Source: an optimization exercise on an open RTL-to-GDS flow (aim: small area and a short achievable clock period). Production flows keep margins and buffers that such runs may drop. Where RTL was checked, it was by simulation tests only, not by an equivalence proof against the original. Power and IR drop assume default switching activity.

==> flow/design.v (excerpt) <==
module note_sequencer #(
  parameter int DEPTH     = 64,
  parameter int DUR_W     = 16,
  parameter int TICK_DIV  = 16,
  parameter int DEB_TICKS = 10
) (
  input  logic                         clk,
  input  logic                         rst_n,
  input  logic [4:0]                   key_code,
  input  logic                         rec_n,
  input  logic                         play_n,
  input  logic                         stop_n,
  output logic [4:0]                   note_out,
  output logic [1:0]                   state_out,
  output logic                         full,
  output logic [$clog2(DEPTH+1)-1:0]   evt_count
);
Size: about 2,300 cells after synthesis, about 1,500 flip-flops, roughly 25 I/O pins.
Settings: LEC_CHECK=0, CAP_MARGIN=20, CORE_MARGIN=2, CORE_UTILIZATION=60, CTS_CLUSTER_DIAMETER=80, CTS_CLUSTER_SIZE=30, SETUP_SLACK_MARGIN=3.0, SLEW_MARGIN=20; clock period 5.0 ns.
run.sh (not shown) runs the stock make flow with config.mk's settings and CLKGATE_MAP_FILE= SYNTH_SCRIPT=/design/flow/synth_recipe.tcl, a recipe that flattens the netlist after the stock synthesis.
The first run passed the timing, DRC and antenna checks.
==> next run, changes <==
- SETUP_SLACK_MARGIN: 3.0 -> 2.75
Outcome:
- routed wire length drops by 5.2%
- cell count is lower by 2.8%
- sequential cell count is unchanged
- power shrinks by 1.4%
- first-iteration DRC count drops by 8.2%
- final area decreases by 3.2%
- fmax came out higher by 1.3%
- clock skew goes up by 0.0035 ns
==> next run, changes <==
- ABC_AREA: not set -> 1
- via count grows by 10%
- clock skew came out higher by 0.0093 ns
- first-iteration DRC count came out higher by 29%
- setup slack is worse by 0.068 ns
- non-clock buffer count falls by 28
- synthesized area rose by 1.3%
- clock-buffer cell count rose by 2
- total power increases by 4.7%
- utilization shrinks by 1.0 points
- synthesized cell count grows by 20%

* * *

The RTL this note starts from:
==> flow/design.v <==
module note_sequencer #(
  parameter int DEPTH     = 64,
  parameter int DUR_W     = 16,
  parameter int TICK_DIV  = 16,
  parameter int DEB_TICKS = 10
) (
  input  logic                         clk,
  input  logic                         rst_n,
  input  logic [4:0]                   key_code,
  input  logic                         rec_n,
  input  logic                         play_n,
  input  logic                         stop_n,
  output logic [4:0]                   note_out,
  output logic [1:0]                   state_out,
  output logic                         full,
  output logic [$clog2(DEPTH+1)-1:0]   evt_count
);
  localparam int CW  = $clog2(DEPTH+1);
  localparam int AW  = (DEPTH > 1) ? $clog2(DEPTH) : 1;
  localparam int TW  = (TICK_DIV > 1) ? $clog2(TICK_DIV) : 1;
  localparam int DBW = $clog2(DEB_TICKS+1);
  localparam int EW  = 5 + DUR_W;
  localparam int RL  = DEPTH - 2;            
  localparam logic [4:0] SILENCE = 5'b11111;
  typedef enum logic [1:0] {S_IDLE = 2'b00, S_REC = 2'b01, S_PLAY = 2'b10} state_t;
  state_t            state;
  logic [4:0]        key_s1, key_s2;
  logic [2:0]        btn_s1, btn_s2;
  logic              tq;
  logic [2:0]        press;
  logic              stop_p, rec_p, play_p;
  logic [TW-1:0]     tick_cnt;
  logic              tick;
  logic [4:0]        cand, stable;
  logic [DBW-1:0]    deb_cnt, deb_next;
  logic              chg;
  logic [DUR_W-1:0]  dur, dur_plus, dur_m, dur_step;
  logic [AW-1:0]     addr;
  logic              pload;
  logic [EW-1:0]     wr_data, pdata;
  logic              wr_en, sat, rec_close, full_hit, last, pdone, idle_rec, play_go;
  logic [EW-1:0]     slot0, slot1;           
  logic [EW-1:0]     ring  [RL];             
  logic [EW-1:0]     ring_d [RL];
  logic [EW-1:0]     wbuf;                   
  logic              wpend;
  logic [5:0]        wpos;                   
  logic [EW-1:0]     nxt;                    
  logic [5:0]        rpos;                   
  logic [5:0]        ph;                     
  logic [5:0]        ph_nx, wpos_nx, rpos_nx1, rpos_nx2, wpos_new;
  logic [7:0]        wsum;
  logic [4:0]        wtap, rtap;
  logic [EW-1:0]     tap_d [5];
  logic [EW-1:0]     cap_d;
  always_ff @(posedge clk or negedge rst_n) begin
    if (!rst_n) begin
      key_s1 <= SILENCE;
      key_s2 <= SILENCE;
      btn_s1 <= 3'b111;
      btn_s2 <= 3'b111;
      press  <= 3'b000;
    end else begin
      key_s1 <= key_code;
      key_s2 <= key_s1;
      btn_s1 <= {stop_n, rec_n, play_n};
      btn_s2 <= btn_s1;
      press  <= btn_s2 & ~btn_s1;
    end
  end
  assign stop_p = press[2];
  assign rec_p  = press[1];
  assign play_p = press[0];
  assign tick   = tq;
  always_ff @(posedge clk or negedge rst_n) begin
    if (!rst_n) begin
      tick_cnt <= '0;
      tq       <= 1'b0;
    end else begin
      tick_cnt <= tick_cnt + 1'b1;
      tq       <= (tick_cnt == TW'(TICK_DIV-2));
    end
  end
  always_comb begin
    deb_next = DBW'(1);
    if (key_s2 == cand)
      deb_next = (deb_cnt == DBW'(DEB_TICKS)) ? deb_cnt : deb_cnt + 1'b1;
  end
  always_ff @(posedge clk or negedge rst_n) begin
    if (!rst_n) begin
      cand    <= SILENCE;
      stable  <= SILENCE;
      deb_cnt <= '0;
      chg     <= 1'b0;
    end else begin
      chg <= 1'b0;
      if (tick) begin
        cand    <= key_s2;
        deb_cnt <= deb_next;
        if (deb_next >= DBW'(DEB_TICKS) && key_s2 != stable) begin
          stable <= key_s2;
          chg    <= 1'b1;
        end
      end
    end
  end
  always_comb begin
    dur_m     = {DUR_W{state == S_PLAY}};
    dur_step  = dur_m ^ ((dur ^ dur_m) + 1'b1);
    dur_plus  = tick ? dur_step : dur;
    sat       = tick && (dur == {{(DUR_W-1){1'b1}}, 1'b0});
    rec_close = (state == S_REC) && (chg || sat || stop_p);
    wr_en     = rec_close && (tick || (dur != '0));
    wr_data   = {note_out, dur_plus};
    full_hit  = wr_en && (evt_count == CW'(DEPTH-1));
    idle_rec  = !stop_p && rec_p;
    play_go   = !stop_p && !rec_p && play_p && (evt_count != '0);
    last      = (CW'(addr) == evt_count - 1'b1);
    pdone     = (state == S_PLAY) && !pload && tick && (dur == DUR_W'(1));
    pdata     = (addr == AW'(0)) ? slot0 : (addr == AW'(1)) ? slot1 : nxt;
  end
  always_comb begin
    ph_nx    = (ph   == 6'(RL-1)) ? 6'd0 : ph   + 6'd1;
    wpos_nx  = (wpos == 6'(RL-1)) ? 6'd0 : wpos + 6'd1;
    rpos_nx1 = (rpos == 6'(RL-1)) ? 6'd0 : rpos + 6'd1;
    rpos_nx2 = (rpos == 6'(RL-2)) ? 6'd0 : (rpos == 6'(RL-1)) ? 6'd1 : rpos + 6'd2;
    wsum     = 8'(evt_count[AW-1:0]) + 8'(ph) + 8'(RL - 1);
    wpos_new = (wsum >= 8'(2*RL)) ? 6'(wsum - 8'(2*RL)) :
               (wsum >= 8'(RL))   ? 6'(wsum - 8'(RL))   : 6'(wsum);
    wtap     = {5{wpend}} & {wpos == 6'd50, wpos == 6'd38, wpos == 6'd26, wpos == 6'd13, wpos == 6'd0};
    rtap     = {rpos == 6'd50, rpos == 6'd38, rpos == 6'd26, rpos == 6'd13, rpos == 6'd0};
    for (int j = 0; j < RL; j++) ring_d[j] = ring[(j + RL - 1) % RL];
    tap_d[0] = wtap[0] ? wbuf : ring[0];
    tap_d[1] = wtap[1] ? wbuf : ring[13];
    tap_d[2] = wtap[2] ? wbuf : ring[26];
    tap_d[3] = wtap[3] ? wbuf : ring[38];
    tap_d[4] = wtap[4] ? wbuf : ring[50];
    ring_d[1]  = tap_d[0];
    ring_d[14] = tap_d[1];
    ring_d[27] = tap_d[2];
    ring_d[39] = tap_d[3];
    ring_d[51] = tap_d[4];
    cap_d = '0;
    for (int k = 0; k < 5; k++) cap_d = cap_d | ({EW{rtap[k]}} & tap_d[k]);
  end
  always_ff @(posedge clk) begin
    for (int j = 0; j < RL; j++) ring[j] <= ring_d[j];
    if (|rtap) nxt <= cap_d;
    if (wr_en && evt_count[AW-1:0] == AW'(0)) slot0 <= wr_data;
    if (wr_en && evt_count[AW-1:0] == AW'(1)) slot1 <= wr_data;
    if (wr_en) wbuf <= wr_data;
  end
  always_ff @(posedge clk or negedge rst_n) begin
    if (!rst_n) begin
      ph    <= '0;
      wpend <= 1'b0;
    end else begin
      ph <= ph_nx;
      if (wr_en && evt_count[AW-1:1] != '0) wpend <= 1'b1;
      else if (|wtap)                       wpend <= 1'b0;
    end
  end
  always_ff @(posedge clk) begin
    wpos <= (wr_en && evt_count[AW-1:1] != '0) ? wpos_new : wpos_nx;
    if (state != S_PLAY)
      rpos <= ph_nx;
    else if (pload && addr[AW-1:1] != '0 && !stop_p)
      rpos <= rpos_nx2;
    else
      rpos <= rpos_nx1;
  end
  always_ff @(posedge clk or negedge rst_n) begin
    if (!rst_n) begin
      state     <= S_IDLE;
      note_out  <= SILENCE;
      full      <= 1'b0;
      evt_count <= '0;
    end else begin
      case (state)
        S_IDLE: begin
          note_out <= stable;
          if (idle_rec) begin
            state     <= S_REC;
            evt_count <= '0;
            full      <= 1'b0;
          end else if (play_go) begin
            state <= S_PLAY;
          end
        end
        S_REC: begin
          note_out <= stable;
          if (wr_en) evt_count <= evt_count + 1'b1;
          if (full_hit) begin
            full  <= 1'b1;
            state <= S_IDLE;
          end else if (stop_p) begin
            state <= S_IDLE;
          end
        end
        S_PLAY: begin
          if (stop_p) begin
            state    <= S_IDLE;
            note_out <= stable;
          end else if (pload) begin
            note_out <= pdata[EW-1:DUR_W];
          end else if (pdone && last) begin
            state <= S_IDLE;
          end
        end
        default: state <= S_IDLE;
      endcase
    end
  end
  always_ff @(posedge clk) begin
    if (((state == S_IDLE) && idle_rec) || ((state == S_REC) && rec_close))
      dur <= '0;
    else if ((state == S_PLAY) && pload && !stop_p)
      dur <= pdata[DUR_W-1:0];
    else if (tick && (state == S_REC || (state == S_PLAY && !pload)))
      dur <= dur_step;
    case (state)
      S_IDLE: begin
        if (!idle_rec && play_go) begin
          addr  <= '0;
          pload <= 1'b1;
        end
      end
      S_PLAY: begin
        if (stop_p) begin
          pload <= 1'b0;
        end else if (pload) begin
          pload <= 1'b0;
        end else if (pdone && !last) begin
          addr  <= addr + 1'b1;
          pload <= 1'b1;
        end
      end
      default: ;
    endcase
  end
  assign state_out = state;
endmodule
Settings: LEC_CHECK=0, CAP_MARGIN=20, CORE_MARGIN=2, CORE_UTILIZATION=65, CTS_BUF_LIST=sky130_fd_sc_hd__clkbuf_8, CTS_CLUSTER_SIZE=30, SLEW_MARGIN=20; clock period 5.0 ns.
The first run passed the timing, DRC and antenna checks.
Edit:
--- a/flow/config.mk
+++ b/flow/config.mk
@@ -9,5 +9,3 @@
 export CORE_MARGIN = 2
-export CORE_UTILIZATION = 65
-export CTS_BUF_LIST = sky130_fd_sc_hd__clkbuf_8
-export CTS_CLUSTER_SIZE = 30
+export CORE_UTILIZATION = 40
 export SLEW_MARGIN = 20
After rerunning: Count of clock-buffer cells in the layout drops by 57; utilization fell by 28 points; clock skew decreases by 0.012 ns.
No functional check of the RTL was part of any run of this note.

-- port drivers added, routing unchanged --
No port has a modelled driver above. Below, the same layouts with a new extraction and two added sets of constraints.
Step 1 (the two cells are an assumption about what drives the block):
set clk [get_ports {clk}]
set_driving_cell -lib_cell sky130_fd_sc_hd__clkbuf_16 $clk
set_driving_cell -lib_cell sky130_fd_sc_hd__buf_2 [delete_from_list [all_inputs] $clk]
Step 2 moves the port delays by t, midway between the first and last clock arrival at a register: inputs arrive t later, outputs are due t later. That takes back most of the time a late clock gives input paths.
a / b / c = no drivers / after step 1 / after step 2; a / b = the first two.
| run | t (ns) | slack for setup (ns) | hold WS [ns] | worst register clock-pin slew, ns | pins driven straight from the clock port |
|---|---|---|---|---|---|
| the first run of note 1 | 0.716 | 2.702 / 2.639 / 2.730 | 0.323 / 0.323 / 0.323 | 0.11 / 0.11 | 1 |
| the second run of note 1 | 0.697 | 2.732 / 2.678 / 2.732 | 0.321 / 0.321 / 0.321 | 0.11 / 0.11 | 1 |
| the third run of note 1 | 0.711 | 2.664 / 2.602 / 2.770 | 0.304 / 0.304 / 0.304 | 0.12 / 0.12 | 1 |
| the first run of note 2 | 0.858 | 1.358 / 1.358 / 1.358 | 0.296 / 0.296 / 0.296 | 0.07 / 0.07 | 1 |
| the second run of note 2 | 0.782 | 1.530 / 1.530 / 1.530 | 0.300 / 0.300 / 0.300 | 0.07 / 0.07 | 1 |
After both steps setup and hold are still met in every run listed.
